Context: an optimization exercise on an open-source flow, tuned for small area. The choices shown serve that exercise and are no tape-out recipe.
RTL that was checked went through simulation tests only; none was proved equivalent to the original.
Function not checked in runs 1 and 7: the RTL went through the layout flow alone.
In runs 2 to 7 the design's own scripts or RTL, not TritonCTS, make the clock network.
The clock port is modelled as an ideal driver, which makes a skipped or thinned clock tree look cheaper than it is; a real chip needs a root buffer or a tree.
Power and IR drop assume default switching activity.

### config.mk
export PLATFORM = sky130hd
export DESIGN_NAME = int_div_top
export DESIGN_NICKNAME = int_div_top
export VERILOG_FILES = /design/flow/design.v
export SDC_FILE = /design/flow/constraint.sdc
export NUM_CORES = 4
export LEC_CHECK = 0
export CAP_MARGIN = 20
export CORE_MARGIN = 2
export CORE_UTILIZATION = 40
export CTS_BUF_LIST = sky130_fd_sc_hd__clkbuf_8
export SLEW_MARGIN = 20
### constraint.sdc
create_clock -name core_clock -period 5.0 [get_ports {clk}]
set_input_delay 1.0000 -clock core_clock [delete_from_list [all_inputs] [get_ports {clk}]]
set_output_delay 1.0000 -clock core_clock [all_outputs]
set_load 0.01 [all_outputs]
### design.v
`timescale 1ns/1ps
`timescale 1ns/1ps
`timescale 1ns/1ps
`timescale 1ns/1ps
`timescale 1ns/1ps
`timescale 1ns/1ps
`default_nettype none
module int_div_top (
	input  wire                clk,
	input  wire                rst_n_i,
	input  logic               req_i,
	input  logic               req_op_i,        
	input  logic [63:0]        req_dividend_i,
	input  logic [63:0]        req_divisor_i,
	output logic               ack_o,
	output logic [63:0]        rsp_quotient_o,
	output logic [63:0]        rsp_remainder_o,
	output logic               rsp_div_by_zero_o
);
	localparam int W   = 16;
	localparam int NSL = 64 / W;
	localparam int JW  = $clog2(NSL);
	localparam logic [1:0] IDLE = 2'd0;
	localparam logic [1:0] BUSY = 2'd1;
	localparam logic [1:0] HOLD = 2'd2;
	logic [1:0]  st_q;
	logic [8:0]  cnt_q;
	logic [63:0] r_q;     
	logic [63:0] q_q;     
	logic        iv_q;    
	logic        rs;      
	logic        cb_q;    
	logic        cy_q;    
	logic        za_q;    
	logic        zf_q;    
	logic        dbz_q;
	logic [5:0]  z_q;     
	logic        fl_q;    
	logic        nb_q;    
	logic sgn, kneg, dneg, qneg;
	assign sgn  = ~req_op_i;
	assign kneg = sgn & req_dividend_i[63];
	assign dneg = sgn & req_divisor_i[63];
	assign qneg = sgn & (req_dividend_i[63] ^ req_divisor_i[63]) & ~dbz_q;
	logic [JW-1:0] j;
	logic [5:0]    t;
	logic          last;
	assign j    = cnt_q[JW-1:0];
	assign t    = cnt_q[JW+5:JW];
	assign last = (j == JW'(NSL - 1));
	logic busy, in_s1, in_main, in_p1, in_p2, in_rot, pass, en;
	assign busy    = (st_q == BUSY);
	assign in_s1   = busy & (cnt_q[8:2] == 7'd127);
	assign in_main = busy & ~cnt_q[8];
	assign in_p1   = busy & (cnt_q[8:2] == 7'd64);
	assign in_p2   = busy & (cnt_q[8:2] == 7'd65);
	assign in_rot  = busy & (cnt_q[8:6] == 3'b101);
	assign pass    = in_s1 | in_main | in_p1 | in_p2;
	assign en      = in_s1 | in_main |
	                 (in_p1 & (rs | (kneg & ~zf_q))) |
	                 (in_p2 & kneg & ~rs & ~zf_q);
	logic [W-1:0] sl, a, b, dsl, sum;
	logic         cbin, sub, inv, cin, cout, a64, nsign, zs, zacc, qbit, xbit;
	assign sl   = r_q[W-1:0];
	assign cbin = (j == '0) ? nb_q : cb_q;
	assign a    = in_main ? {sl[W-2:0], cbin} :
	              (in_p1 | in_p2) ? sl : {W{kneg}};
	assign dsl  = req_divisor_i[j*W +: W];
	assign sub  = iv_q ^ dneg;
	assign rs   = ~sub;
	assign inv  = iv_q;
	assign b    = dsl ^ {W{inv}};
	assign cin  = (j == '0) ? inv : cy_q;
	localparam int L = $clog2(W);
	logic [W-1:0] bg, bp, gv, pv;
	always_comb begin
		bg = a & b;
		bp = a ^ b;
		gv = bg;
		pv = bp;
		gv[0] = bg[0] | (bp[0] & cin);
		for (int l = 0; l < L; l++) begin
			for (int i = 0; i < W; i++) begin
				if ((i + 1) % (2 << l) == 0) begin
					gv[i] = gv[i] | (pv[i] & gv[i - (1 << l)]);
					pv[i] = pv[i] & pv[i - (1 << l)];
				end
			end
		end
		for (int l = L - 2; l >= 0; l--) begin
			for (int i = 0; i < W; i++) begin
				if ((i + 1) % (2 << l) == (1 << l) && i >= (2 << l)) begin
					gv[i] = gv[i] | (pv[i] & gv[i - (1 << l)]);
					pv[i] = pv[i] & pv[i - (1 << l)];
				end
			end
		end
	end
	assign sum  = bp ^ {gv[W-2:0], cin};
	assign cout = gv[W-1];
	assign a64   = in_main ? sl[W-1] : rs;
	assign nsign = a64 ^ sub ^ cout;
	assign zs    = (sum == '0);
	assign zacc  = zs & ((j == '0) | za_q);
	assign qbit  = ~(nsign ^ kneg);
	assign xbit  = qbit ^ qneg;
	logic hit, flip, c0;
	assign c0   = qneg ^ (kneg & zf_q);
	assign hit  = (cnt_q[5:0] == z_q);
	assign flip = c0 & (fl_q | hit);
	always_ff @(posedge clk) begin
		cb_q <= sl[W-1];
		cy_q <= cout;
		za_q <= zacc;
		if (st_q == IDLE) begin
			iv_q <= ~kneg ^ dneg;
			fl_q <= 1'b0;
		end else begin
			if (pass & en) begin
				r_q <= {sum, r_q[63:W]};
				if (last) begin
					iv_q <= ~nsign ^ dneg;
					zf_q <= zacc & ~nsign;
				end
			end
			if (in_s1 & last) begin
				dbz_q <= qbit;
			end
			if (in_main & last) begin
				q_q <= {q_q[62:0], xbit};
				if (!xbit || t == '0) z_q <= t;  
			end
			if (in_rot) begin
				q_q  <= {q_q[62:0], q_q[63] ^ flip};
				fl_q <= fl_q | hit;
			end
		end
	end
	logic done;
	assign done = (cnt_q == 9'd383);
	logic [63:0] nrot;
	assign nrot = {req_dividend_i[62:0], req_dividend_i[63]};
	logic [15:0] nm1;
	logic [3:0]  nm2;
	logic        nb_d;
	logic [5:0]  ti;
	assign ti = ~t;
	for (genvar i = 0; i < 16; i++) begin : g_nm1
		assign nm1[i] = nrot[4*i + ti[1:0]];
	end
	for (genvar i = 0; i < 4; i++) begin : g_nm2
		assign nm2[i] = nm1[4*i + ti[3:2]];
	end
	assign nb_d = nm2[ti[5:4]];
	always_ff @(posedge clk) begin
		cnt_q <= (st_q == IDLE) ? 9'd508 : cnt_q + 9'd1;
		nb_q  <= nb_d;
	end
	always_ff @(posedge clk or negedge rst_n_i) begin
		if (!rst_n_i) begin
			st_q <= IDLE;
		end else begin
			case (st_q)
				IDLE:    if (req_i) st_q <= BUSY;
				BUSY:    if (done) st_q <= req_i ? HOLD : IDLE;
				HOLD:    if (!req_i) st_q <= IDLE;
				default: st_q <= IDLE;
			endcase
		end
	end
	assign ack_o             = (st_q == HOLD);
	assign rsp_quotient_o    = q_q;
	assign rsp_remainder_o   = r_q;
	assign rsp_div_by_zero_o = dbz_q;
endmodule
`default_nettype wire
### flow/run.sh
#!/bin/bash
# Standard ORFS layout (the standard.sh, standard synthesis), with two changes:
# port buffers use the smallest buffer cell, and CTS adds no dummy clock loads.
set -euo pipefail
export BUFFER_PORTS_ARGS="-buffer_cell sky130_fd_sc_hd__buf_1"
export CTS_ARGS="-sink_clustering_enable -repair_clock_nets -dont_use_dummy_load -buf_list sky130_fd_sc_hd__clkbuf_8"
bash standard.sh > standard.log 2>&1
### standard.sh
#!/bin/bash
# synth_recipe.tcl (not shown) runs the flow's synth.tcl, then flattens the netlist and writes it again
# the make line also repeats each setting of config.mk as NAME=value (left out here)
make -C /OpenROAD-flow-scripts/flow DESIGN_CONFIG=/design/flow/config.mk WORK_HOME=/design/flow/orfs CLKGATE_MAP_FILE= SYNTH_SCRIPT=/design/flow/synth_recipe.tcl "${@:-finish}"
==> flow_summary_export.csv, run 1 <==
group,metric,value,unit
status,status,"finished clean",
clock_network,cts_htree_levels,4,
logic_synthesis,postSynthNetCount,604,
worst_setup_path,cp_data_arrival_time,4890,ps
power,power_frac_seq,40.7,%
clock_network,clock_sinks,153,
sta,rsz0062_at_grt,"false",
power,p_comb_share,48.5,%
detailed_routing,drt-total-wl,17.95,mm
clock_network,cts_root_buffer,"clkbuf_8",
die,die_area,0.01866,mm^2
grt,use_met1,25.94,%
clock_network,cts_setup_buffers,0,
die,initial_utilization,40.80,%
logic_synthesis,syn_area,0.007033,mm^2
layout,final_util,49.86,%
sta,max_clock_freq,217.6,MHz
power,ir_worst_vdd,0.2882,mV
die,num_io_pins,262,
layout,layout.area.seq,0.004444,mm^2
worst_setup_path,critPathKind,"flip-flop to flip-flop",
detailed_routing,postRouteAntennaNets,0,
die,chipWidth,136.6,um
power,clkPwrFrac,10.8,%
logic_synthesis,synth_edf_count,137,
logic_synthesis,synth_cell_type_count,47,
power,intPower,3.757,mW
sta,hold_viol,0,
grt,grt_max_degree,53,
grt,grt_pass1_vias,4935,
layout,syn2layout_area_growth,22.20,%
detailed_routing,drt-vias-per-instance,5.195,
sta,finalSetupTns,0,ps
die,rows,48,
detailed_routing,drc,0,
layout,fillers,1520,
power,p_switching,2.538,mW
grt,grt_use_met3,3.926,%
detailed_routing,dr.pass1.iters,5,
placed_design,port_buffers,261,
layout,final_area,0.008594,mm^2
layout,drive_gt1_share,11.08,%
logic_synthesis,synth_top_area_share,58.49,%
logic_synthesis,syn_inst,447,
grt,busiest_layer,"met2",
sta,drv_slew,0,
grt,grt_pass1_wl,26.79,mm
sta,tightest_slew,894.1,ps
logic_synthesis,synth.top_cells.by_area,"edfxtp_1 58%, mux4_2 12%, xor2_1 4.5%",
layout,final_common_cell,"buf_1",
die,die_y,136.6,um
die,core,0.01724,mm^2
grt,antenna_found_initial,0,
sta,fin_crit_sh,91.89,%
logic_synthesis,synth.largest_area_cell,"edfxtp_1",
placed_design,gp_congestion,0.8410,
clock_network,cts_tree,"done",
clock_network,cts_hold_buf,0,
grt,grt_use_met2,31.03,%
clock_network,insertion_delay,440,ps
grt,gr-usage-all-layers,19.33,%
logic_synthesis,synth_warnings,1,
logic_synthesis,ys.flop_type,"edfxtp_1",
logic_synthesis,yosysSeqAreaShare,63.19,%
detailed_routing,wl_per_cell,18.95,um
detailed_routing,vias,4920,
sta,finalSetupViolations,0,
layout,antennaDiodeCount,0,
logic_synthesis,synthArstFlopShare,1.307,%
sta,post-route-min-period,4595,ps
power,power_switching_share,40.31,%
worst_setup_path,startpoint_type,"flip-flop",
layout,layout_common_cells,"261 x buf_1, 137 x edfxtp_1, 37 x mux4_2",
logic_synthesis,syn_avg_cell_area,15.73,um^2
logic_synthesis,ys_ff_latch,153,
detailed_routing,drt-initial-drc-count,343,
worst_setup_path,endpoint_kind,"flip-flop",
clock_network,cts_buffers,17,
power,p_per_area,732.4,mW/mm^2
placed_design,dpl.hpwl,14.28,mm
worst_setup_path,path_max_fanout,3,
sta,slew-limit-headroom,40.18,%
sta,clock_skew,22.01,ps
sta,holdWs,346.3,ps
grt,grt_overflow,0,
worst_setup_path,critPathRequiredTime,5290,ps
clock_network,cts.reportedPaths.clkPinSlew,70,ps
power,power.leakage,2.871,nW
clock_network,cts_resized,0,
layout,layout.nets,881,
clock_network,clockBufferDepth,2,
placed_design,dpl-instance-area,0.008361,mm^2
worst_hold_path,min-delay-path-class,"input pin to asynchronous set/reset pin",
layout,multi_input_area,0.002444,mm^2
flow_run,maxCapViolCount,0,
## registers in the layout (all words and copies together), names as in the netlist, 2 cells and up
signal and cells:
q_q 64, z_q 6, cnt_q 9, r_q 64, st_q 2
## cell usage after synthesis, drive strengths merged, types with 4 or more instances
library cell    n
clkbuf          9
edfxtp        137
nor2           16
nand2          33
ha             16
mux4           37
a21o            5
a21oi          11
nand3           4
nor3            4
nand2b          4
a211oi          5
o21ai          18
inv            15
fa              9
a31oi          18
nor4            4
xor2           36
buf            13
xnor2           9
dfxtp          14
## worst max-delay path, stage by stage, from the launching register on
cell      delay (ps)
dfxtp_1          310
or4_1            560
nor2_2           120
a21oi_1           90
a311oi_1         250
a21oi_1           90
fa_1             450
fa_1             420
a211oi_1         270
o211ai_1         140
a41oi_1          330
inv_2             70
a21oi_1          160
o21bai_1          90
fa_1             380
xor2_1           170
nor4_1           170
and4_1           240
nor2b_1          130
## routing by layer
| metal | vias to the layer above | wire length (um) | share of wire [%] |
|---|---|---|---|
| met5 | - | 0 | 0 |
| met4 | 0 | 288 | 1.6 |
| met3 | 18 | 1548 | 8.6 |
| met2 | 268 | 8499 | 47 |
| met1 | 2379 | 7615 | 42 |
| li1 | 2255 | - | - |
## power by group through the flow
stage | clock [mW] | combinational [mW] | sequential (mW)
6_report | 0.679 | 3.05 | 2.56
2_1_floorplan | 0 | 1.85 | 2.73
5_1_grt | 0.750 | 3.37 | 2.63
3_3_place_gp | 0 | 2.98 | 2.57
4_1_cts | 0.702 | 3.06 | 2.57
3_5_place_dp | 0 | 3.06 | 2.59
## cell families (layout without fill, tap and decap cells)
family / after synthesis / after routing / share of synthesized area, %
DFF: 153 / 153 / 63.19
and+or+nand+nor: 81 / 81 / 5.480
adders and majority gates: 25 / 25 / 5.408
AOI/OAI and AO/OA: 67 / 67 / 5.871
buffers and inverters: 37 / 312 / 2.295
xor gates and xnor gates: 45 / 45 / 5.604
muxes: 39 / 39 / 12.15
## final timing paths
check	end	depth (start not counted)	slack, ps	startpoint
max	zf_q	18	410	cnt_q[4]
min in group core_clock	q_q[31]	0	440	q_q[30]
max reg2reg	zf_q	18	410	cnt_q[4]
max in group asynchronous	st_q[1]	1	4530	rst_n_i
min reg2reg	q_q[31]	0	440	q_q[30]
min	st_q[0]	1	350	rst_n_i
## metrics by stage
| stage | total power, mW | cells | setup WS, ps |
|---|---|---|---|
| 6_report | 6.295 | 947 | 405.4 |
| 5_1_grt | 6.750 | 947 | 66.60 |
| 2_1_floorplan | 4.580 | 447 | 305.3 |
| 3_3_place_gp | 5.544 | 930 | 207.7 |
| 4_1_cts | 6.341 | 947 | 420.1 |
| 3_5_place_dp | 5.659 | 930 | 128.6 |
## final cells by class
cell class	count	share of cell area [%]
flip-flops and latches	153	51.71
multi-input cells	257	28.43
repair buffers	280	13.20
well taps	225	3.276
clock buffers	17	2.722
inverters	15	0.6551
==> inputs of run 2 (changes only) <==
--- a/design.v
+++ b/design.v
@@ -65,4 +65,7 @@
 	assign cbin = (j == '0) ? nb_q : cb_q;
-	assign a    = in_main ? {sl[W-2:0], cbin} :
-	              (in_p1 | in_p2) ? sl : {W{kneg}};
+	logic sel_sh, sel_un, sel_k;
+	assign sel_sh = in_main;
+	assign sel_un = in_p1 | in_p2;
+	assign sel_k  = in_s1 & kneg;
+	assign a    = ({sl[W-2:0], cbin} & {W{sel_sh}}) | (sl & {W{sel_un}}) | {W{sel_k}};
 	assign dsl  = req_divisor_i[j*W +: W];
==> flow/run.sh (replaced) <==
#!/bin/bash
# Standard ORFS layout (the standard.sh, standard synthesis) with two changes:
# port buffers use the smallest buffer cell, and flow/mycts.tcl builds the clock
# tree (one clkbuf_8 root, 6 clkbuf_16 leaves) in place of ORFS's CTS.
set -euo pipefail
export BUFFER_PORTS_ARGS="-buffer_cell sky130_fd_sc_hd__buf_1"
export MCTS_NB=6
export MCTS_BUF=sky130_fd_sc_hd__clkbuf_16
export MCTS_ROOT=sky130_fd_sc_hd__clkbuf_8
bash standard.sh place > place.log 2>&1
bash standard.sh run RUN_SCRIPT=$PWD/flow/mycts.tcl RUN_LOG_NAME_STEM=4_1_cts > cts.log 2>&1
bash standard.sh finish > finish.log 2>&1
==> flow/mycts.tcl (new file) <==
# Clock tree made by hand: the clock port drives one root clock buffer, which
# drives MCTS_NB leaf clock buffers, each driving one cluster of registers
# (balanced k-means on their placement).
# Otherwise the same steps as ORFS's cts.tcl.
utl::set_metrics_stage "cts__{}"
source $::env(SCRIPTS_DIR)/load.tcl
erase_non_stage_variables cts
load_design 3_place.odb 3_place.sdc

set nb $::env(MCTS_NB)
set block [ord::get_db_block]
set master [[ord::get_db] findMaster $::env(MCTS_BUF)]
set clknet [$block findNet clk]

set sinks {}
foreach it [$clknet getITerms] {
  if { [$it getIoType] == "INPUT" } {
    set loc [[$it getInst] getLocation]
    lappend sinks [list $it [lindex $loc 0] [lindex $loc 1]]
  }
}
set ns [llength $sinks]
puts "manual cts: $ns sinks, $nb buffers of $::env(MCTS_BUF)"

# initial centers spread on a grid over the sink bounding box
set xs {}; set ys {}
foreach s $sinks { lappend xs [lindex $s 1]; lappend ys [lindex $s 2] }
set x0 [tcl::mathfunc::min {*}$xs]; set x1 [tcl::mathfunc::max {*}$xs]
set y0 [tcl::mathfunc::min {*}$ys]; set y1 [tcl::mathfunc::max {*}$ys]
set nc [expr {int(ceil(sqrt($nb)))}]
set nr [expr {int(ceil(double($nb) / $nc))}]
set centers {}
for {set k 0} {$k < $nb} {incr k} {
  set c [expr {$k % $nc}]; set r [expr {$k / $nc}]
  lappend centers [list [expr {$x0 + ($c + 0.5) * ($x1 - $x0) / $nc}] [expr {$y0 + ($r + 0.5) * ($y1 - $y0) / $nr}]]
}
# balanced k-means: each cluster takes at most cap sinks
set cap [expr {int(ceil(double($ns) / $nb)) + 2}]
for {set iter 0} {$iter < 20} {incr iter} {
  set cand {}
  foreach s $sinks {
    set k 0
    foreach c $centers {
      set d [expr {abs([lindex $s 1] - [lindex $c 0]) + abs([lindex $s 2] - [lindex $c 1])}]
      lappend cand [list $d $k [lindex $s 0] [lindex $s 1] [lindex $s 2]]
      incr k
    }
  }
  set cand [lsort -real -index 0 $cand]
  array unset asg; array unset cnt
  for {set k 0} {$k < $nb} {incr k} { set cnt($k) 0; set sx($k) 0.0; set sy($k) 0.0 }
  foreach c $cand {
    lassign $c d k it x y
    if { [info exists asg($it)] || $cnt($k) >= $cap } { continue }
    set asg($it) $k
    incr cnt($k)
    set sx($k) [expr {$sx($k) + $x}]; set sy($k) [expr {$sy($k) + $y}]
  }
  set centers {}
  for {set k 0} {$k < $nb} {incr k} {
    lappend centers [list [expr {$sx($k) / max(1, $cnt($k))}] [expr {$sy($k) / max(1, $cnt($k))}]]
  }
}
for {set k 0} {$k < $nb} {incr k} {
  set inst [odb::dbInst_create $block $master "clkbuf_m_$k"]
  set net [odb::dbNet_create $block "clknet_m_$k"]
  $net setSigType CLOCK
  lassign [lindex $centers $k] cx cy
  $inst setLocation [expr {int($cx)}] [expr {int($cy)}]
  $inst setPlacementStatus PLACED
  [$inst findITerm A] connect $clknet
  [$inst findITerm X] connect $net
  set bnet($k) $net
  puts "manual cts: buffer $k drives $cnt($k) sinks"
}
set root [odb::dbInst_create $block [[ord::get_db] findMaster $::env(MCTS_ROOT)] "clkbuf_m_root"]
set rnet [odb::dbNet_create $block "clknet_m_root"]
$rnet setSigType CLOCK
set rx 0.0; set ry 0.0
foreach c $centers { set rx [expr {$rx + [lindex $c 0] / $nb}]; set ry [expr {$ry + [lindex $c 1] / $nb}] }
$root setLocation [expr {int($rx)}] [expr {int($ry)}]
$root setPlacementStatus PLACED
[$root findITerm A] connect $clknet
[$root findITerm X] connect $rnet
for {set k 0} {$k < $nb} {incr k} {
  set a [[$block findInst "clkbuf_m_$k"] findITerm A]
  $a disconnect
  $a connect $rnet
}
foreach s $sinks {
  set it [lindex $s 0]
  set k $asg($it)
  $it disconnect
  $it connect $bnet($k)
}
global_connect
set_propagated_clock [all_clocks]

estimate_parasitics -placement
set result [catch { detailed_placement } msg]
if { $result != 0 } { error "Detailed placement failed in CTS: $msg" }
estimate_parasitics -placement
report_clock_skew
repair_timing_helper
set result [catch { detailed_placement } msg]
if { $result != 0 } { error "Detailed placement failed in CTS: $msg" }
check_placement -verbose
report_metrics 4 "cts final"
orfs_write_db $::env(RESULTS_DIR)/4_1_cts.odb
orfs_write_sdc $::env(RESULTS_DIR)/4_cts.sdc
--- a/config.mk
+++ b/config.mk
@@ -10,3 +10,2 @@
 export CORE_UTILIZATION = 40
-export CTS_BUF_LIST = sky130_fd_sc_hd__clkbuf_8
 export SLEW_MARGIN = 20
==> run 2 against run 1 <==
Compared with the run above: via count down 3.6%; critical path type is now input pin to flip-flop; synthesized area is 0.34% lower; register-to-register slack gained 30 ps; synthesized cell count decreased by 2.7%; still clean on timing, DRC and antenna.
==> flow_summary_export.csv, run 2 <==
group,metric,value,unit
layout,fillers,1556,
power,power,5.933,mW
detailed_routing,drt-total-wl,16.45,mm
logic_synthesis,synthXorXnorAreaFrac,5.480,%
logic_synthesis,synth_warnings,1,
power,power.leakage,2.922,nW
sta,hold_viol,0,
logic_synthesis,ys_ff_latch,153,
grt,grt_overflow,0,
placed_design,port_buffers,261,
logic_synthesis,ys.flop_type,"edfxtp_1",
logic_synthesis,synth-compound-area-share,5.105,%
sta,finalSetupTns,0,ps
layout,top_regs,"q_q (64), r_q (64), cnt_q (9)",
logic_synthesis,syn_inst,435,
logic_synthesis,synth_top_family_by_area,"multiplexers",
detailed_routing,drt-vias-per-instance,5.117,
placed_design,gp_congestion,0.8346,
die,initial_utilization,40.66,%
layout,drive_gt1_share,9.130,%
layout,multi_input_area,0.002427,mm^2
worst_setup_path,cp_data_arrival_time,4770,ps
grt,antenna_found_initial,0,
logic_synthesis,synth_edf_count,137,
logic_synthesis,yosysSeqAreaShare,63.41,%
worst_setup_path,critPathRequiredTime,5180,ps
sta,drv_slew,0,
detailed_routing,postRouteAntennaNets,0,
detailed_routing,drc,0,
detailed_routing,wl_per_cell,17.75,um
detailed_routing,drt-initial-drc-count,253,
layout,layout.nets,860,
die,die_y,136.4,um
clock_network,insertion_delay,410,ps
die,chipWidth,136.4,um
sta,clock_skew,16.97,ps
sta,fin_crit_sh,91.69,%
worst_setup_path,path_max_fanout,3,
die,num_io_pins,262,
grt,grt_pass1_vias,4765,
die,rows,48,
worst_hold_path,min-delay-path-class,"input pin to asynchronous set/reset pin",
logic_synthesis,syn_area,0.007009,mm^2
logic_synthesis,synth.top_cells.by_area,"edfxtp_1 59%, mux4_2 11%, dfxtp_1 4.0%",
sta,tightest_slew,904.5,ps
die,core,0.01724,mm^2
worst_setup_path,critPathKind,"input pin to flip-flop",
power,p_per_area,700.1,mW/mm^2
logic_synthesis,yosysMostFrequentCell,"edfxtp_1",
detailed_routing,vias,4743,
worst_setup_path,endpoint_kind,"flip-flop",
worst_setup_path,startpoint_type,"input pin",
layout,layout_common_cells,"261 x buf_1, 137 x edfxtp_1, 35 x nand2_1",
sta,post-route-min-period,4585,ps
logic_synthesis,synth_common_cells,"137 x edfxtp_1, 35 x nand2_1, 33 x mux4_2",
placed_design,dpl.hpwl,12.95,mm
sta,slew-limit-headroom,39.56,%
grt,grt_pass1_wl,24.92,mm
logic_synthesis,synth_simple_gate_area_share,6.016,%
clock_network,cts_hold_buf,0,
sta,rsz0062_at_grt,"false",
grt,grt_max_degree,36,
logic_synthesis,syn_avg_cell_area,16.11,um^2
layout,final_common_cell,"buf_1",
layout,layout.area.seq,0.004444,mm^2
die,die_area,0.01860,mm^2
layout,syn2layout_area_growth,20.92,%
flow_run,maxCapViolCount,0,
logic_synthesis,synth.largest_area_cell,"edfxtp_1",
logic_synthesis,synth_cell_type_count,45,
detailed_routing,dr.pass1.iters,4,
logic_synthesis,synth_top_area_share,58.69,%
logic_synthesis,synthArstFlopShare,1.307,%
status,status,"finished clean",
logic_synthesis,synth.area.mux_share,12.42,%
power,ir_worst_vdd,0.2550,mV
clock_network,cts.reportedPaths.clkPinSlew,100,ps
logic_synthesis,synth-adder-area-share,5.427,%
grt,gr-usage-all-layers,16.78,%
clock_network,cts_setup_buffers,0,
logic_synthesis,postSynthNetCount,592,
sta,max_clock_freq,218.1,MHz
sta,finalSetupViolations,0,
clock_network,cts_resized,0,
-- run 2: changes by cell type after synthesis, moves of 3 or more --
cell | before | now
nor2_1 | 15 | 18
nor2b_1 | 3 | 8
mux4_2 | 37 | 33
mux4_1 | 0 | 4
a22oi_1 | 0 | 16
a31oi_1 | 18 | 2
a211oi_1 | 5 | 2
xor2_1 | 36 | 31
o21ai_0 | 2 | 6
nand3_1 | 4 | 7
o21ai_1 | 16 | 2
-- run 2: worst max-delay path: stages --
cell	delay, ps
buf_1	80
mux4_2	480
xor2_1	180
fa_1	470
fa_1	430
a211oi_1	280
o211ai_1	150
a41oi_1	330
inv_1	130
a21oi_1	160
o21bai_1	100
fa_1	380
xor2_1	230
nor4_1	70
and4_1	180
nor2b_1	120
-- run 2: kinds of logic (layout without fill, tap and decap cells) --
family | count (synthesis) | after routing
other cells | 0 | 1
fa+ha+maj | 25 | 25
flops | 153 | 153
buf+inv | 32 | 298
mux | 39 | 39
compound gates | 53 | 53
simple gates | 90 | 90
xor+xnor | 43 | 43
-- run 2: layout make-up --
| cell class | count | share of cell area, % |
|---|---|---|
| antenna | 1 | 0.02952 |
| buffer | 7 | 1.934 |
| inverter | 13 | 0.5757 |
| multi-input combinational | 250 | 28.64 |
| sequential | 153 | 52.44 |
| tap | 225 | 3.322 |
| timing repair buffer | 278 | 13.06 |
-- run 2: stage by stage --
stage	utilization [%]	instances	hold WS (ps)	setup WS (ps)	instance area, um^2
global route	49.16	926	343.4	207.3	8473
detailed placement	48.21	919	435.4	40.68	8309
finish	49.17	927	352.8	415.4	8476
floorplan	-	435	406.4	295.2	7013
global placement	48.21	919	431.2	141.1	8309
-- run 2: worst paths after layout --
kind                                         from      end  slack [ps]  cells past startpoint
worst max-delay path            req_divisor_i[48]     zf_q         420                     16
worst min-delay path                      rst_n_i  st_q[1]         350                      1
worst max register to register           cnt_q[0]     zf_q         440                     16
worst min register to register            r_q[26]  r_q[10]         450                      0
max in group asynchronous                 rst_n_i  st_q[0]        4520                      1
min in group core_clock                   r_q[26]  r_q[10]         450                      0
-- run 2: per-layer routing --
metal / global-route usage [%] / vias to the layer above / wire, um
met5: 0 / - / 0
met4: 2.431 / 0 / 261
met3: 1.305 / 16 / 924
met2: 28.39 / 170 / 7765
met1: 24.34 / 2350 / 7498
li1: - / 2207 / -
-- run 2: report_power, final --
group	total (mW)	internal [mW]	switching, mW
clock	0.591	0.234	0.356
combinational	2.77	1.11	1.65
sequential	2.58	2.24	0.338
==> inputs of run 3 (changes only) <==
--- a/flow/run.sh
+++ b/flow/run.sh
@@ -3,7 +3,7 @@
 # port buffers use the smallest buffer cell, and flow/mycts.tcl builds the clock
-# tree (one clkbuf_8 root, 6 clkbuf_16 leaves) in place of ORFS's CTS.
+# tree (one clkbuf_8 root, 8 clkbuf_8 leaves) in place of ORFS's CTS.
 set -euo pipefail
 export BUFFER_PORTS_ARGS="-buffer_cell sky130_fd_sc_hd__buf_1"
-export MCTS_NB=6
-export MCTS_BUF=sky130_fd_sc_hd__clkbuf_16
+export MCTS_NB=8
+export MCTS_BUF=sky130_fd_sc_hd__clkbuf_8
 export MCTS_ROOT=sky130_fd_sc_hd__clkbuf_8
==> run 3 against run 2 <==
Compared with the run above: critical endpoint unchanged; design area shrank 0.50%; combinational power is essentially flat; highest routed layer unchanged; largest power group unchanged; critical path depth is the same; final cell count grew 0.11%; still clean on timing, DRC and antenna; largest cell class unchanged.
==> flow_summary_export.csv, run 3 <==
group,metric,value,unit
detailed_routing,dr.pass1.iters,4,
power,power.leakage,2.905,nW
worst_setup_path,regToRegEndpoint,"zf_q",
grt,grt_pass1_wl,24.96,mm
logic_synthesis,ys_ff_latch,153,
worst_setup_path,r2r_setup_slack,430,ps
logic_synthesis,syn_avg_cell_area,16.11,um^2
die,num_io_pins,262,
logic_synthesis,synth_common_cells,"137 x edfxtp_1, 35 x nand2_1, 33 x mux4_2",
logic_synthesis,ys.flop_type,"edfxtp_1",
logic_synthesis,synth_simple_gate_area_share,6.016,%
sta,slew-limit-headroom,40.44,%
clock_network,cts_resized,0,
logic_synthesis,synth.top_cells.by_area,"edfxtp_1 59%, mux4_2 11%, dfxtp_1 4.0%",
layout,layout.area.seq,0.004444,mm^2
grt,grt_pass1_vias,4776,
logic_synthesis,synth_cell_type_count,45,
layout,final_common_cell,"buf_1",
power,p_per_area,693.7,mW/mm^2
placed_design,port_buffers,261,
status,status,"finished clean",
detailed_routing,vias,4757,
layout,top_regs,"q_q (64), r_q (64), cnt_q (9)",
worst_setup_path,r2r_cells,16,
worst_setup_path,endpoint_kind,"flip-flop",
grt,gr-usage-all-layers,16.83,%
placed_design,gp_congestion,0.8346,
logic_synthesis,synthXorXnorAreaFrac,5.480,%
worst_setup_path,r2r-start,"cnt_q[0]",
detailed_routing,drt-total-wl,16.54,mm
worst_setup_path,cp_data_arrival_time,4780,ps
power,ir_worst_vdd,0.2536,mV
sta,post-route-min-period,4589,ps
logic_synthesis,synthArstFlopShare,1.307,%
worst_setup_path,critPathRequiredTime,5190,ps
layout,fillers,1563,
detailed_routing,wl_per_cell,17.82,um
sta,rsz0062_at_grt,"false",
sta,clock_skew,26.44,ps
sta,fin_crit_sh,91.78,%
clock_network,insertion_delay,420,ps
clock_network,cts_setup_buffers,0,
detailed_routing,drt-vias-per-instance,5.126,
detailed_routing,postRouteAntennaNets,0,
layout,antennaDiodeCount,0,
die,chipWidth,136.4,um
logic_synthesis,yosysSeqAreaShare,63.41,%
die,rows,48,
grt,grt_use_met2,28.56,%
logic_synthesis,synth_top_area_share,58.69,%
layout,syn2layout_area_growth,20.31,%
sta,tightest_slew,891.4,ps
worst_setup_path,startpoint_type,"input pin",
sta,hold_viol,0,
detailed_routing,drt-initial-drc-count,207,
layout,final_cells,928,
layout,layout.nets,862,
grt,busiest_layer,"met2",
sta,worst_slack,411.2,ps
placed_design,dp.cells,919,
placed_design,post-place-ws,40.68,ps
logic_synthesis,synth-adder-area-share,5.427,%
grt,grt_max_degree,36,
logic_synthesis,postSynthNetCount,592,
logic_synthesis,synth_warnings,1,
logic_synthesis,yosysMostFrequentCell,"edfxtp_1",
layout,drive_gt1_share,9.388,%
layout,multi_input_area,0.002427,mm^2
logic_synthesis,syn_inst,435,
grt,antenna_found_initial,0,
logic_synthesis,syn_area,0.007009,mm^2
die,core,0.01724,mm^2
logic_synthesis,synth.area.mux_share,12.42,%
grt,use_met1,24.02,%
die,die_y,136.4,um
sta,max_clock_freq,217.9,MHz
sta,drv_slew,0,
sta,finalSetupViolations,0,
worst_setup_path,critPathKind,"input pin to flip-flop",
grt,grt_overflow,0,
logic_synthesis,synth-compound-area-share,5.105,%
logic_synthesis,synth_top_family_by_area,"multiplexers",
worst_hold_path,min-delay-path-class,"input pin to asynchronous set/reset pin",
logic_synthesis,synth.largest_area_cell,"edfxtp_1",
placed_design,dpl.hpwl,12.95,mm
detailed_routing,drc,0,
flow_run,maxCapViolCount,0,
sta,finalSetupTns,0,ps
die,initial_utilization,40.66,%
grt,grt_use_met3,1.603,%
layout,layout_common_cells,"261 x buf_1, 137 x edfxtp_1, 35 x nand2_1",
die,die_area,0.01860,mm^2
logic_synthesis,synth_edf_count,137,
clock_network,cts_hold_buf,0,
worst_setup_path,path_max_fanout,3,
clock_network,cts.reportedPaths.clkPinSlew,120,ps
-- run 3: area by class of cell --
cell class              count  area share (%)
repair buffers            278           13.13
plain buffers               9           1.469
well taps                 225           3.338
inverters                  13          0.5786
multi-input cells         250           28.78
flip-flops and latches    153           52.70
-- run 3: logic make-up (layout without fill, tap and decap cells) --
logic type      count (synthesis)  in the layout
mux                            39             39
xor+xnor                       43             43
compound gates                 53             53
simple gates                   90             90
fa+ha+maj                      25             25
buf+inv                        32            300
flops                         153            153
-- run 3: metrics by stage --
step / hold slack, ps / power [mW] / cell area, um^2 / util (%)
2_1_floorplan: 406.4 / 4.432 / 7013 / -
3_3_place_gp: 431.2 / 5.293 / 8309 / 48.21
3_5_place_dp: 435.4 / 5.406 / 8309 / 48.21
5_1_grt: 354.2 / 6.291 / 8433 / 48.93
6_report: 374.6 / 5.850 / 8433 / 48.93
-- run 3: layer usage --
| metal | share of wire, % | wire length (um) |
|---|---|---|
| met5 | 0 | 0 |
| met3 | 6.1 | 1008 |
| met2 | 47 | 7811 |
| met4 | 1.7 | 287 |
| met1 | 45 | 7431 |
-- run 3: worst max-delay path by stage --
| stage | from | slack [ps] | cells after the start | endpoint |
|---|---|---|---|---|
| 3_3_place_gp | req_divisor_i[48] | 140 | 16 | zf_q |
| 3_5_place_dp | req_divisor_i[48] | 40 | 16 | zf_q |
| 5_1_grt | cnt_q[0] | 200 | 16 | zf_q |
| 2_1_floorplan | cnt_q[1] | 300 | 20 | zf_q |
| 4_1_cts | cnt_q[0] | 460 | 16 | zf_q |
| 6_report | req_divisor_i[48] | 410 | 16 | zf_q |
-- run 3: report_power, final --
part           switching [mW]  internal [mW]  leakage [nW]
clock                   0.348          0.164        0.0647
combinational            1.65           1.11          1.46
sequential              0.337           2.24          1.38
-- run 3: worst max-delay path, stage by stage --
cell and delay [ps]:
buf_1 80, mux4_2 480, xor2_1 180, fa_1 470
fa_1 430, a211oi_1 280, o211ai_1 150, a41oi_1 330
inv_1 130, a21oi_1 160, o21bai_1 100, fa_1 380
xor2_1 230, nor4_1 70, and4_1 190, nor2b_1 120
==> inputs of run 4 (changes only) <==
--- a/flow/run.sh
+++ b/flow/run.sh
@@ -3,6 +3,6 @@
 # port buffers use the smallest buffer cell, and flow/mycts.tcl builds the clock
-# tree (one clkbuf_8 root, 8 clkbuf_8 leaves) in place of ORFS's CTS.
+# tree (one clkbuf_8 root, 10 clkbuf_8 leaves) in place of ORFS's CTS.
 set -euo pipefail
 export BUFFER_PORTS_ARGS="-buffer_cell sky130_fd_sc_hd__buf_1"
-export MCTS_NB=8
+export MCTS_NB=10
 export MCTS_BUF=sky130_fd_sc_hd__clkbuf_8
==> run 4 against run 3 <==
Compared with the run above: die area did not move; design area grew 0.33%; utilization increased by 0.16 points; critical endpoint unchanged.
==> flow_summary_export.csv, run 4 <==
group,metric,value,unit
placed_design,post-place-ws,40.68,ps
grt,grt_max_degree,36,
detailed_routing,met2WireLength,7.787,mm
detailed_routing,met1_length,7.358,mm
placed_design,port_buffers,261,
power,p_switching,2.344,mW
power,power_switching_share,39.76,%
worst_setup_path,critPathKind,"input pin to flip-flop",
detailed_routing,postRouteAntennaNets,0,
worst_setup_path,cp-endpoint,"zf_q",
detailed_routing,top_layer_used,"met4",
sta,max_clock_freq,218.2,MHz
logic_synthesis,synth_common_cells,"137 x edfxtp_1, 35 x nand2_1, 33 x mux4_2",
logic_synthesis,synth.largest_area_cell,"edfxtp_1",
detailed_routing,drt-vias-per-instance,5.100,
worst_setup_path,cp_data_arrival_time,4760,ps
detailed_routing,routed-wl-met3,1.092,mm
grt,gr-usage-all-layers,16.85,%
power,power,5.895,mW
die,num_io_pins,262,
layout,antennaDiodeCount,0,
flow_run,maxCapViolCount,0,
layout,syn2layout_area_growth,20.71,%
power,p_comb_share,46.8,%
clock_network,cts_hold_buf,0,
layout,top_regs,"q_q (64), r_q (64), cnt_q (9)",
worst_setup_path,critPathRequiredTime,5180,ps
sta,fin_crit_sh,91.68,%
logic_synthesis,synth_cell_type_count,45,
die,initial_utilization,40.66,%
grt,antenna_found_initial,0,
status,status,"finished clean",
sta,clock_skew,26.43,ps
detailed_routing,drt-total-wl,16.50,mm
detailed_routing,vias,4743,
worst_setup_path,crit_start,"req_divisor_i[48]",
logic_synthesis,ys.flop_type,"edfxtp_1",
clock_network,cts.reportedPaths.clkPinSlew,110,ps
die,die_area,0.01860,mm^2
sta,slew-limit-headroom,40.19,%
placed_design,gp_congestion,0.8346,
die,chipWidth,136.4,um
logic_synthesis,synth_warnings,1,
power,power_frac_seq,43.7,%
sta,drv_slew,0,
detailed_routing,drc,0,
sta,finalSetupViolations,0,
worst_setup_path,regToRegEndpoint,"zf_q",
worst_setup_path,r2r_cells,16,
detailed_routing,drt-initial-drc-count,257,
logic_synthesis,yosysSeqAreaShare,63.41,%
logic_synthesis,syn_inst,435,
worst_setup_path,endpoint_kind,"flip-flop",
power,ir_worst_vdd,0.2962,mV
logic_synthesis,synthArstFlopShare,1.307,%
power,clkPwrFrac,9.4,%
logic_synthesis,synth_top_area_share,58.69,%
worst_setup_path,path_max_fanout,3,
layout,layout.nets,864,
die,rows,48,
sta,post-route-min-period,4584,ps
logic_synthesis,synth.top_cells.by_area,"edfxtp_1 59%, mux4_2 11%, dfxtp_1 4.0%",
layout,drive_gt1_share,9.645,%
clock_network,insertion_delay,430,ps
detailed_routing,dr.pass1.iters,6,
sta,rsz0062_at_grt,"false",
power,power.leakage,2.920,nW
grt,grt_pass1_vias,4776,
logic_synthesis,yosysMostFrequentCell,"edfxtp_1",
logic_synthesis,postSynthNetCount,592,
logic_synthesis,synth_edf_count,137,
worst_setup_path,r2r-start,"cnt_q[0]",
logic_synthesis,ys_ff_latch,153,
power,p_per_area,696.7,mW/mm^2
sta,worst_slack,416.1,ps
clock_network,cts_resized,0,
sta,finalSetupTns,0,ps
sta,tightest_slew,895.1,ps
logic_synthesis,syn_avg_cell_area,16.11,um^2
detailed_routing,wl_per_cell,17.75,um
sta,hold_viol,0,
worst_setup_path,r2r_setup_slack,450,ps
power,intPower,3.551,mW
worst_hold_path,min-delay-path-class,"input pin to asynchronous set/reset pin",
layout,layout_common_cells,"261 x buf_1, 137 x edfxtp_1, 35 x nand2_1",
clock_network,cts_setup_buffers,0,
layout,final_common_cell,"buf_1",
grt,grt_pass1_wl,24.98,mm
die,die_y,136.4,um
worst_setup_path,startpoint_type,"input pin",
die,core,0.01724,mm^2
logic_synthesis,syn_area,0.007009,mm^2
placed_design,dpl.hpwl,12.95,mm
grt,grt_overflow,0,
## run 4: how the worst min path moves through the flow
stage / startpoint / end / slack (ps) / depth (start not counted)
2_1_floorplan: cnt_q[4] / z_q[2] / 410 / 0
4_1_cts: rst_n_i / st_q[0] / 300 / 1
5_1_grt: rst_n_i / st_q[1] / 310 / 1
6_report: rst_n_i / st_q[0] / 320 / 1
3_5_place_dp: r_q[31] / r_q[15] / 440 / 0
3_3_place_gp: r_q[41] / r_q[25] / 430 / 0
## run 4: through the flow
| stage | hold WS [ps] | area, um^2 | utilization (%) | instances |
|---|---|---|---|---|
| after floorplan | 406.4 | 7013 | - | 435 |
| after global placement | 431.2 | 8309 | 48.21 | 919 |
| after detailed placement | 435.4 | 8309 | 48.21 | 919 |
| after global routing | 307.6 | 8461 | 49.09 | 930 |
| final | 324.9 | 8461 | 49.09 | 930 |
## run 4: metal layers
metal  up-vias  global-route usage (%)
met5         -                       0
met4         0                   2.894
met3        15                   1.715
met2       189                   28.28
met1      2329                   24.17
li1       2210                       -
## run 4: power by group through the flow
stage	clock network (mW)	registers (mW)	logic [mW]
2_1_floorplan	0	2.72	1.71
3_5_place_dp	0	2.61	2.79
4_1_cts	0.578	2.59	2.79
3_3_place_gp	0	2.59	2.70
6_report	0.557	2.58	2.76
5_1_grt	0.619	2.65	3.07
## run 4: cells by family after synthesis
group | Yosys count | synth area share [%]
XOR/XNOR | 43 | 5.480
buffers and inverters | 32 | 2.142
AO/OA/AOI/OAI | 53 | 5.105
multiplexers | 39 | 12.42
flip-flops | 153 | 63.41
AND/OR/NAND/NOR | 90 | 6.016
adder cells (fa/ha/maj) | 25 | 5.427
## run 4: cell type report
| type | instances | area (um^2) |
|---|---|---|
| inverters | 13 | 48.80 |
| repair buffers | 278 | 1107 |
| flip-flops and latches | 153 | 4444 |
| plain buffers | 11 | 151.4 |
| well taps | 225 | 281.5 |
| fillers | 1562 | 8776 |
| multi-input cells | 250 | 2427 |
## run 4: worst max-delay path: stages
cell and delay, ps:
buf_1 80, mux4_2 480, xor2_1 180, fa_1 470, fa_1 430, a211oi_1 280
o211ai_1 150, a41oi_1 320, inv_1 120, a21oi_1 160, o21bai_1 100, fa_1 380
xor2_1 230, nor4_1 70, and4_1 190, nor2b_1 120
==> inputs of run 5 (changes only) <==
--- a/design.v
+++ b/design.v
@@ -37,4 +37,4 @@
 	logic [5:0]  z_q;     
+	logic        nb_q;    
 	logic        fl_q;    
-	logic        nb_q;    
 	logic sgn, kneg, dneg, qneg;
@@ -70,3 +70,10 @@
 	assign a    = ({sl[W-2:0], cbin} & {W{sel_sh}}) | (sl & {W{sel_un}}) | {W{sel_k}};
-	assign dsl  = req_divisor_i[j*W +: W];
+	logic [NSL-1:0] jh;
+	for (genvar k = 0; k < NSL; k++) begin : g_jh
+		assign jh[k] = (j == JW'(k));
+	end
+	always_comb begin
+		dsl = '0;
+		for (int k = 0; k < NSL; k++) dsl = dsl | (req_divisor_i[k*W +: W] & {W{jh[k]}});
+	end
 	assign sub  = iv_q ^ dneg;
@@ -112,3 +119,3 @@
 	assign hit  = (cnt_q[5:0] == z_q);
-	assign flip = c0 & (fl_q | hit);
+	assign flip = c0 & (fl_q | hit);  
 	always_ff @(posedge clk) begin
--- a/config.mk
+++ b/config.mk
@@ -10,2 +10,3 @@
 export CORE_UTILIZATION = 40
+export GPL_TIMING_DRIVEN = 0
 export SLEW_MARGIN = 20
==> run 5 against run 4 <==
Compared with the run above: global-route usage grew 1.3 points; clock power grew 0.7%; worst setup slack lost 250 ps; fmax shrank 5.1%; die area shrank 1.4%; design area grew 0.37%; critical path depth grew 3; highest routed layer unchanged; utilization grew 0.53 points; synthesized area shrank 1.4%; register-to-register slack lost 230 ps; flip-flop and latch count is the same; hold slack gained 8.9 ps.
==> flow_summary_export.csv, run 5 <==
group,metric,value,unit
die,die_area,0.01835,mm^2
layout,multi_input_area,0.002372,mm^2
flow_run,maxCapViolCount,0,
clock_network,cts.reportedPaths.clkPinSlew,110,ps
placed_design,port_buffers,261,
placed_design,dpl-instance-area,0.008278,mm^2
grt,gr-usage-all-layers,18.10,%
logic_synthesis,yosysSeqAreaShare,64.30,%
logic_synthesis,ys_ff_latch,153,
logic_synthesis,synth_warnings,1,
grt,antenna_found_initial,0,
logic_synthesis,synth.top_cells.by_area,"edfxtp_1 60%, mux4_2 6.8%, dfxtp_1 4.1%",
logic_synthesis,synth_top_area_share,59.52,%
layout,antennaDiodeCount,0,
logic_synthesis,ys.flop_type,"edfxtp_1",
logic_synthesis,synthArstFlopShare,1.307,%
sta,clock_skew,37.99,ps
grt,grt_pass1_wl,26.11,mm
die,die_y,135.5,um
power,power_frac_seq,40.9,%
sta,holdWs,333.8,ps
power,p_per_area,735.4,mW/mm^2
worst_setup_path,path_common_cell,"fa_1",
logic_synthesis,syn_inst,440,
clock_network,cts_hold_buf,0,
layout,layout.area.seq,0.004448,mm^2
grt,grt_pass1_vias,4842,
detailed_routing,wl_per_cell,19.08,um
sta,tightest_slew,841.7,ps
die,initial_utilization,40.38,%
die,core,0.01712,mm^2
placed_design,gp_congestion,0.9390,
sta,drv_slew,0,
detailed_routing,vias,5038,
sta,max_clock_freq,207.1,MHz
layout,drive_gt1_share,9.257,%
worst_hold_path,min-delay-path-class,"input pin to asynchronous set/reset pin",
worst_setup_path,cpMaxStageDelayCell,"fa_1",
sta,hold_viol,0,
layout,syn2layout_area_growth,22.86,%
power,clkPwrFrac,9.0,%
worst_setup_path,critPathRequiredTime,5260,ps
worst_setup_path,crit_path_max_incr_delay,400,ps
sta,slew-limit-headroom,43.77,%
worst_setup_path,cp_top_family,"compound AO/OA/AOI/OAI gates",
sta,post-route-min-period,4829,ps
worst_setup_path,path_buf_inv,4,
logic_synthesis,yosysMostFrequentCell,"edfxtp_1",
logic_synthesis,syn_avg_cell_area,15.71,um^2
logic_synthesis,synth_cell_type_count,46,
worst_setup_path,path_max_fanout,10,
clock_network,insertion_delay,430,ps
worst_setup_path,startpoint_type,"input pin",
layout,layout_common_cells,"263 x buf_1, 137 x edfxtp_1, 23 x xnor2_1",
detailed_routing,drt-vias-per-instance,5.371,
grt,grt_max_degree,65,
power,p_switching,2.572,mW
layout,final_area,0.008492,mm^2
logic_synthesis,postSynthNetCount,599,
placed_design,dpl.hpwl,13.83,mm
sta,finalSetupTns,0,ps
sta,fin_crit_sh,96.59,%
die,num_io_pins,262,
sta,finalSetupViolations,0,
power,power,6.245,mW
power,power.leakage,2.870,nW
status,status,"finished clean",
worst_setup_path,critPathKind,"input pin to flip-flop",
detailed_routing,drt-initial-drc-count,324,
layout,final_common_cell,"buf_1",
grt,grt_overflow,0,
logic_synthesis,synth_edf_count,137,
logic_synthesis,syn_area,0.006912,mm^2
detailed_routing,dr.pass1.iters,5,
logic_synthesis,synth.largest_area_cell,"edfxtp_1",
power,power_switching_share,41.19,%
power,p_comb_share,50.1,%
die,chipWidth,135.5,um
worst_setup_path,cp_cell_sequence,"buf_1 > nand2b_1 > nor3_4 > clkbuf_2 > a221oi_2 > fa_1 > inv_1 > fa_1 > a211oi_1 > o211ai_1 > a41oi_2 > inv_1 > a21oi_1 > o21bai_1 > fa_1 > xor2_1 > nor4_1 > nand4_1 > nor2_1",
die,rows,48,
detailed_routing,postRouteAntennaNets,0,
power,intPower,3.673,mW
logic_synthesis,synth_common_cells,"137 x edfxtp_1, 23 x xnor2_1, 21 x mux4_2, 21 x xor2_1, 20 x nand2_1",
layout,top_regs,"q_q (64), r_q (64), cnt_q (9)",
power,ir_worst_vdd,0.3186,mV
worst_setup_path,endpoint_kind,"flip-flop",
layout,layout.nets,874,
layout,final_cells,938,
worst_setup_path,cp_data_arrival_time,5090,ps
layout,fillers,1520,
detailed_routing,drc,0,
detailed_routing,drt-total-wl,17.90,mm
placed_design,dp.cells,929,
run 5: kinds of logic (layout without fill, tap and decap cells):
group,Yosys count,after routing,synth area share [%]
DFF,153,153,64.30
AOI/OAI and AO/OA,82,82,9.522
and+or+nand+nor,71,71,4.960
xor gates and xnor gates,45,45,5.811
buffers and inverters,39,312,2.389
adders and majority gates,27,27,5.865
muxes,23,23,7.151
run 5: worst paths after layout:
kind,from,end,slack (ps),depth (start not counted)
worst max-delay path,req_op_i,zf_q,170,19
worst min-delay path,rst_n_i,st_q[1],330,1
worst max register to register,cnt_q[0],zf_q,220,19
worst min register to register,q_q[51],q_q[52],430,0
max in group asynchronous,rst_n_i,st_q[0],4510,1
min in group core_clock,q_q[51],q_q[52],430,0
run 5: power groups by stage:
stage	Clock (mW)	Combinational [mW]	Sequential (mW)
after global placement	0	2.89	2.59
after CTS	0.582	3.11	2.55
after global routing	0.618	3.38	2.62
after detailed placement	0	3.07	2.57
final	0.561	3.13	2.56
after floorplan	0	1.81	2.72
run 5: routing by layer:
layer  GRT usage, %  vias up  share of wire (%)
li1               -     2267                  -
met1          25.90     2497                 43
met2          30.34      247                 47
met3          1.496       27                7.2
met4          4.225        0                2.6
met5              0        -                  0
run 5: cell type report:
class / instances / area share (%)
repair buffers: 265 / 12.60
multi-input cells: 248 / 27.94
plain buffers: 30 / 3.020
inverters: 17 / 0.7514
flip-flops and latches: 153 / 52.38
well taps: 225 / 3.315
run 5: timing repair:
item                       CTS  global route
setup buffers                0             1
resized for setup           11            14
pin swaps                    0             2
gates cloned                 0             0
setup endpoints to repair    9             8
run 5: through the flow:
| step | utilization (%) | setup WS [ps] |
|---|---|---|
| finish | 49.61 | 170.7 |
| global route | 49.61 | -4.814 |
| detailed placement | 48.36 | -796.6 |
| global placement | 47.79 | -656.0 |
| floorplan | - | 417.1 |
run 5: worst register-to-register path, stage by stage (launching register included):
cell and delay [ps]:
dfxtp_2 420, inv_1 90, ha_2 270, a22o_1 240, a221oi_2 310, xor2_1 240
fa_1 200, inv_1 50, fa_1 400, a211oi_1 320, o211ai_1 200, a41oi_2 270
inv_1 90, a21oi_1 180, o21bai_1 110, fa_1 390, xor2_1 180, nor4_1 290
nand4_1 200, nor2_1 140
==> inputs of run 6 (changes only) <==
--- a/config.mk
+++ b/config.mk
@@ -10,3 +10,2 @@
 export CORE_UTILIZATION = 40
-export GPL_TIMING_DRIVEN = 0
 export SLEW_MARGIN = 20
==> run 6 against run 5 <==
Compared with the run above: worst setup slack gained 290 ps; final cell count shrank 0.53%; sequential power is essentially flat; wire length shrank 2.0%; clock power is essentially flat; design area shrank 1.1%; utilization shrank 0.56 points; total power shrank 2.2%; register-to-register slack gained 240 ps; critical path type is now flip-flop to flip-flop; largest cell class unchanged.
==> flow_summary_export.csv, run 6 <==
group,metric,value,unit
status,status,"finished clean",
detailed_routing,postRouteAntennaNets,0,
layout,final_cells,933,
sta,slew-limit-headroom,42.42,%
grt,grt_overflow,0,
worst_setup_path,regToRegEndpoint,"zf_q",
logic_synthesis,synth_top_area_share,59.52,%
logic_synthesis,synth.largest_area_cell,"edfxtp_1",
sta,rsz0062_at_grt,"false",
logic_synthesis,yosysMostFrequentCell,"edfxtp_1",
worst_setup_path,crit_start,"cnt_q[1]",
detailed_routing,routed-wl-met3,1.458,mm
power,clkPwrFrac,9.1,%
detailed_routing,drc,0,
detailed_routing,wl_per_cell,18.79,um
sta,worst_slack,462.5,ps
logic_synthesis,ys.flop_type,"edfxtp_1",
detailed_routing,met1_length,7.325,mm
logic_synthesis,synthArstFlopShare,1.307,%
die,rows,48,
die,die_y,135.5,um
sta,fin_crit_sh,90.75,%
worst_setup_path,critPathKind,"flip-flop to flip-flop",
power,power_switching_share,40.91,%
logic_synthesis,synth_cell_type_count,46,
logic_synthesis,syn_inst,440,
detailed_routing,vias,4950,
die,num_io_pins,262,
layout,drive_gt1_share,8.345,%
layout,top_regs,"q_q (64), r_q (64), cnt_q (9)",
grt,grt_max_degree,67,
sta,hold_viol,0,
placed_design,dp.cells,921,
layout,final_common_cell,"buf_1",
detailed_routing,top_layer_used,"met4",
placed_design,dpl.hpwl,13.38,mm
power,power.leakage,2.842,nW
placed_design,post-place-ws,-189.3,ps
layout,layout_common_cells,"261 x buf_1, 137 x edfxtp_1, 23 x xnor2_1",
logic_synthesis,postSynthNetCount,599,
power,intPower,3.610,mW
sta,tightest_slew,863.7,ps
logic_synthesis,syn_area,0.006912,mm^2
sta,max_clock_freq,220.4,MHz
grt,antenna_found_initial,1,
die,core,0.01712,mm^2
die,die_area,0.01835,mm^2
clock_network,cts_setup_buffers,0,
power,p_comb_share,48.7,%
worst_setup_path,critPathRequiredTime,5300,ps
placed_design,port_buffers,261,
power,power_frac_seq,42.2,%
worst_setup_path,cp_cell_sequence,"inv_1 > ha_2 > mux2_2 > a221oi_1 > fa_1 > inv_1 > fa_1 > a211oi_1 > o211ai_1 > a41oi_1 > inv_1 > a21oi_1 > o21bai_1 > fa_1 > xor2_1 > nor4_2 > nand4_1 > nor2_1",
logic_synthesis,yosysSeqAreaShare,64.30,%
sta,finalSetupViolations,0,
layout,layout.nets,868,
logic_synthesis,synth_edf_count,137,
logic_synthesis,ys_ff_latch,153,
placed_design,gp_congestion,0.9182,
worst_setup_path,crit_path_max_incr_delay,400,ps
logic_synthesis,synth.top_cells.by_area,"edfxtp_1 60%, mux4_2 6.8%, dfxtp_1 4.1%",
logic_synthesis,syn_avg_cell_area,15.71,um^2
sta,clock_skew,23.78,ps
worst_setup_path,path_max_fanout,6,
clock_network,cts.reportedPaths.clkPinSlew,90,ps
sta,post-route-min-period,4537,ps
detailed_routing,drt-total-wl,17.53,mm
logic_synthesis,synth_warnings,1,
detailed_routing,met2WireLength,8.185,mm
worst_setup_path,r2r_setup_slack,460,ps
worst_setup_path,cp_data_arrival_time,4840,ps
detailed_routing,drt-initial-drc-count,362,
detailed_routing,dr.pass1.iters,4,
worst_hold_path,min-delay-path-class,"input pin to asynchronous set/reset pin",
worst_setup_path,r2r-start,"cnt_q[1]",
power,ir_worst_vdd,0.3631,mV
worst_setup_path,endpoint_kind,"flip-flop",
layout,syn2layout_area_growth,21.49,%
power,p_switching,2.499,mW
flow_run,maxCapViolCount,0,
die,initial_utilization,40.38,%
clock_network,insertion_delay,440,ps
sta,drv_slew,0,
power,p_per_area,727.6,mW/mm^2
layout,final_util,49.06,%
grt,gr-usage-all-layers,17.92,%
worst_setup_path,r2r_cells,18,
worst_setup_path,cpMaxStageDelayCell,"dfxtp_1",
grt,grt_pass1_vias,4916,
detailed_routing,drt-vias-per-instance,5.305,
die,chipWidth,135.5,um
power,power,6.109,mW
logic_synthesis,synth_common_cells,"137 x edfxtp_1, 23 x xnor2_1, 21 x mux4_2, 21 x xor2_1, 20 x nand2_1",
worst_setup_path,startpoint_type,"flip-flop",
grt,grt_pass1_wl,25.87,mm
run 6: what timing repair did:
action,CTS,global route
resized for setup,0,4
hold buffers,0,0
setup endpoints to repair,0,2
run 6: kinds of logic after synthesis:
| group | Yosys count | share of synthesized area, % |
|---|---|---|
| compound gates | 82 | 9.522 |
| xor+xnor | 45 | 5.811 |
| fa+ha+maj | 27 | 5.865 |
| buf+inv | 39 | 2.389 |
| flops | 153 | 64.30 |
| mux | 23 | 7.151 |
| simple gates | 71 | 4.960 |
run 6: area by class of cell:
| class | instances | area, um^2 |
|---|---|---|
| Buffer | 11 | 151.4 |
| Sequential cell | 153 | 4446 |
| Fill cell | 1546 | 8720 |
| Antenna cell | 1 | 2.502 |
| Tap cell | 225 | 281.5 |
| Multi-Input combinational cell | 248 | 2345 |
| Timing Repair Buffer | 278 | 1107 |
| Inverter | 17 | 63.81 |
run 6: critical path: cells and delay by family, from the launching register on:
| kind | cells | cell delay, ps |
|---|---|---|
| simple gates | 3 | 480 |
| buf+inv | 3 | 280 |
| xor+xnor | 1 | 180 |
| flops | 1 | 400 |
| compound gates | 6 | 1420 |
| mux | 1 | 350 |
| fa+ha+maj | 4 | 1290 |
run 6: worst max path at each step:
stage,slack [ps],to
floorplan,420,zf_q
global placement,10,zf_q
detailed placement,-190,zf_q
CTS,220,zf_q
global route,50,zf_q
finish,460,zf_q
run 6: power by group through the flow:
stage,clock [mW],combinational [mW],sequential (mW)
2_1_floorplan,0,1.81,2.72
3_3_place_gp,0,2.87,2.59
3_5_place_dp,0,2.95,2.61
4_1_cts,0.579,2.96,2.59
5_1_grt,0.624,3.29,2.64
6_report,0.558,2.97,2.58
run 6: through the flow:
step | instance area (um^2) | TNS [ps] | hold slack, ps
floorplan | 6918 | 0 | 402.9
global placement | 8220 | 0 | 431.3
detailed placement | 8220 | -246.6 | 431.7
global route | 8397 | 0 | 328.8
finish | 8397 | 0 | 351.6
run 6: layer usage:
| metal | up-vias | GRT usage, % |
|---|---|---|
| li1 | 2256 | - |
| met1 | 2405 | 24.61 |
| met2 | 254 | 29.81 |
| met3 | 35 | 2.581 |
| met4 | 0 | 5.382 |
| met5 | - | 0 |
==> inputs of run 7 (changes only) <==
--- a/design.v
+++ b/design.v
@@ -38,3 +38,2 @@
 	logic        nb_q;    
-	logic        fl_q;    
 	logic sgn, kneg, dneg, qneg;
@@ -116,6 +115,5 @@
 	assign xbit  = qbit ^ qneg;
-	logic hit, flip, c0;
+	logic flip, c0;
 	assign c0   = qneg ^ (kneg & zf_q);
-	assign hit  = (cnt_q[5:0] == z_q);
-	assign flip = c0 & (fl_q | hit);  
+	assign flip = c0 & (cnt_q[5:0] >= z_q);  
 	always_ff @(posedge clk) begin
@@ -126,3 +124,2 @@
 			iv_q <= ~kneg ^ dneg;
-			fl_q <= 1'b0;
 		end else begin
@@ -144,3 +141,2 @@
 				q_q  <= {q_q[62:0], q_q[63] ^ flip};
-				fl_q <= fl_q | hit;
 			end
==> run 7 against run 6 <==
Compared with the run above: via count is 0.28% higher; final cell count increased by 1.1%; critical endpoint unchanged; critical path type unchanged; combinational power is essentially flat.
==> flow_summary_export.csv, run 7 <==
group,metric,value,unit
detailed_routing,vias,4964,
layout,final_common_cell,"buf_1",
worst_setup_path,startpoint_type,"flip-flop",
logic_synthesis,synth-adder-area-share,6.874,%
placed_design,gp_congestion,0.8656,
detailed_routing,drt-initial-drc-count,362,
flow_run,maxCapViolCount,0,
logic_synthesis,postSynthNetCount,615,
logic_synthesis,synth_simple_gate_area_share,5.120,%
worst_hold_path,min-delay-path-class,"input pin to asynchronous set/reset pin",
sta,hold_viol,0,
sta,finalSetupViolations,0,
sta,holdWs,363.1,ps
sta,tightest_slew,863.8,ps
worst_setup_path,critPathKind,"flip-flop to flip-flop",
grt,antenna_found_initial,0,
power,ir_worst_vdd,0.2960,mV
detailed_routing,drc,0,
worst_setup_path,critPathRequiredTime,5290,ps
grt,grt_pass1_wl,25.41,mm
clock_network,cts.reportedPaths.clkPinSlew,90,ps
logic_synthesis,ys.flop_type,"edfxtp_1",
detailed_routing,wl_per_cell,18.30,um
logic_synthesis,ys_ff_latch,152,
logic_synthesis,syn_inst,450,
die,num_io_pins,262,
die,core,0.01718,mm^2
sta,worst_slack,394.7,ps
placed_design,dpl.hpwl,13.21,mm
worst_setup_path,endpoint_kind,"flip-flop",
logic_synthesis,synth_cell_type_count,49,
sta,max_clock_freq,217.1,MHz
power,p_per_area,717.0,mW/mm^2
die,die_area,0.01855,mm^2
grt,grt_overflow,0,
logic_synthesis,synth_warnings,1,
logic_synthesis,synth_common_cells,"137 x edfxtp_1, 24 x ha_1, 22 x inv_1",
sta,clock_skew,21.11,ps
logic_synthesis,synth_top_family_by_area,"compound AO/OA/AOI/OAI gates",
sta,post-route-min-period,4605,ps
die,initial_utilization,40.69,%
detailed_routing,postRouteAntennaNets,0,
worst_setup_path,r2r_setup_slack,390,ps
worst_setup_path,r2r_cells,19,
layout,antennaDiodeCount,0,
logic_synthesis,synth.largest_area_cell,"edfxtp_1",
logic_synthesis,synth.area.mux_share,7.376,%
layout,top_regs,"q_q (64), r_q (64), cnt_q (9)",
logic_synthesis,syn_area,0.006989,mm^2
layout,final_cells,943,
worst_setup_path,r2r-start,"cnt_q[0]",
die,rows,48,
layout,final_util,49.23,%
die,die_y,136.2,um
logic_synthesis,synth_edf_count,137,
clock_network,cts_hold_buf,0,
detailed_routing,dr.pass1.iters,5,
sta,finalSetupTns,0,ps
placed_design,dpl-instance-area,0.008297,mm^2
logic_synthesis,yosysMostFrequentCell,"edfxtp_1",
clock_network,cts_resized,0,
sta,fin_crit_sh,92.11,%
placed_design,port_buffers,261,
logic_synthesis,synth_top_area_share,58.86,%
layout,layout.nets,885,
logic_synthesis,syn_avg_cell_area,15.53,um^2
logic_synthesis,synthArstFlopShare,1.316,%
placed_design,post-place-ws,54.40,ps
layout,final_area,0.008456,mm^2
power,power,6.063,mW
layout,syn2layout_area_growth,20.98,%
status,status,"finished clean",
clock_network,cts_setup_buffers,0,
worst_setup_path,regToRegEndpoint,"zf_q",
placed_design,dp.cells,932,
detailed_routing,drt-total-wl,17.26,mm
layout,layout_common_cells,"261 x buf_1, 137 x edfxtp_1, 24 x ha_1",
grt,grt_max_degree,42,
layout,drive_gt1_share,7.521,%
worst_setup_path,cp_data_arrival_time,4890,ps
grt,gr-usage-all-layers,17.33,%
die,chipWidth,136.2,um
sta,drv_slew,0,
logic_synthesis,synth.top_cells.by_area,"edfxtp_1 59%, mux4_2 5.8%, ha_1 4.3%",
clock_network,insertion_delay,430,ps
detailed_routing,drt-vias-per-instance,5.264,
worst_setup_path,cp-endpoint,"zf_q",
logic_synthesis,synth-compound-area-share,9.649,%
worst_setup_path,crit_start,"cnt_q[0]",
sta,slew-limit-headroom,42.41,%
power,power.leakage,2.908,nW
grt,grt_pass1_vias,4813,
worst_setup_path,path_max_fanout,7,
logic_synthesis,yosysSeqAreaShare,63.30,%
logic_synthesis,synthXorXnorAreaFrac,4.995,%
sta,rsz0062_at_grt,"false",
-- run 7: final cells by class --
class | count | area, um^2
sequential | 152 | 4424
fill | 1598 | 8721
buffer | 11 | 151.4
inverter | 22 | 82.58
timing repair buffer | 279 | 1115
multi-input combinational | 254 | 2401
tap | 225 | 281.5
-- run 7: kinds of logic (layout without fill, tap and decap cells) --
logic type | after synthesis | after routing
AOI/OAI and AO/OA | 84 | 84
buffers and inverters | 44 | 312
DFF | 152 | 152
muxes | 24 | 24
xor gates and xnor gates | 39 | 39
and+or+nand+nor | 74 | 74
adders and majority gates | 33 | 33
-- run 7: critical path: stages (launching register included) --
cell and delay (ps):
dfxtp_1 460, inv_1 140, ha_1 240, a22o_1 180, a221oi_1 400, xor2_1 230, fa_1 210, inv_1 60
fa_1 420, a211oi_1 290, o211ai_1 160, a41oi_2 280, inv_1 100, a21oi_1 150, o21bai_1 90, fa_1 380
xor2_1 190, nor4_1 220, nand4_1 160, nor2_1 130
-- run 7: worst min path at each step --
stage,cells after the start,to
after floorplan,0,z_q[5]
after global placement,0,r_q[11]
after detailed placement,0,q_q[48]
after CTS,1,st_q[0]
after global routing,1,st_q[1]
final,1,st_q[1]
-- run 7: layer usage --
layer	share of wire (%)	track usage [%]	vias up
met1	45	26.01	2455
met3	5.9	1.603	23
met2	47	28.06	191
met5	0	0	-
met4	1.9	2.662	0
li1	-	-	2295
-- run 7: where the power goes --
group | internal [mW] | total (mW) | switching (mW) | leakage (nW)
Sequential | 2.23 | 2.57 | 0.338 | 1.37
Combinational | 1.17 | 2.94 | 1.77 | 1.46
Clock | 0.198 | 0.553 | 0.355 | 0.0791

==> what the ideal ports hide <==
No port has a modelled driver above. Below, the same layouts with a new extraction and two added sets of constraints. Step 1 (the two cells are an assumption about what drives the block):
set clk [get_ports {clk}]
set_driving_cell -lib_cell sky130_fd_sc_hd__clkbuf_16 $clk
set_driving_cell -lib_cell sky130_fd_sc_hd__buf_2 [delete_from_list [all_inputs] $clk]
Step 2, shift: input delay + t, output delay - t, t = (earliest + latest rising clock arrival at the registers) / 2. This alone moves slack from input paths to output paths. Three values: no drivers, after step 1, after step 2; two values: the first two.
| run | t (ns) | setup WS [ns] | worst slew at a driven data input, ns |
|---|---|---|---|
| run 1 | 0.469 | 0.405 / 0.405 / 0.071 | 0.07 |
| run 2 | 0.445 | 0.415 / 0.433 / -0.012 | 0.11 |
| run 3 | 0.439 | 0.411 / 0.427 / -0.012 | 0.12 |
| run 4 | 0.461 | 0.416 / 0.434 / -0.026 | 0.12 |
| run 5 | 0.450 | 0.171 / 0.158 / -0.292 | 0.06 |
| run 6 | 0.466 | 0.463 / 0.463 / 0.136 | 0.07 |
| run 7 | 0.455 | 0.395 / 0.395 / 0.093 | 0.05 |
Met with ideal ports but missed after step 2: setup timing in run 2, run 3, run 4 and run 5. The setup slack of run 5, which loses most, moves by -0.013 ns with the drivers and by -0.463 ns with both steps.
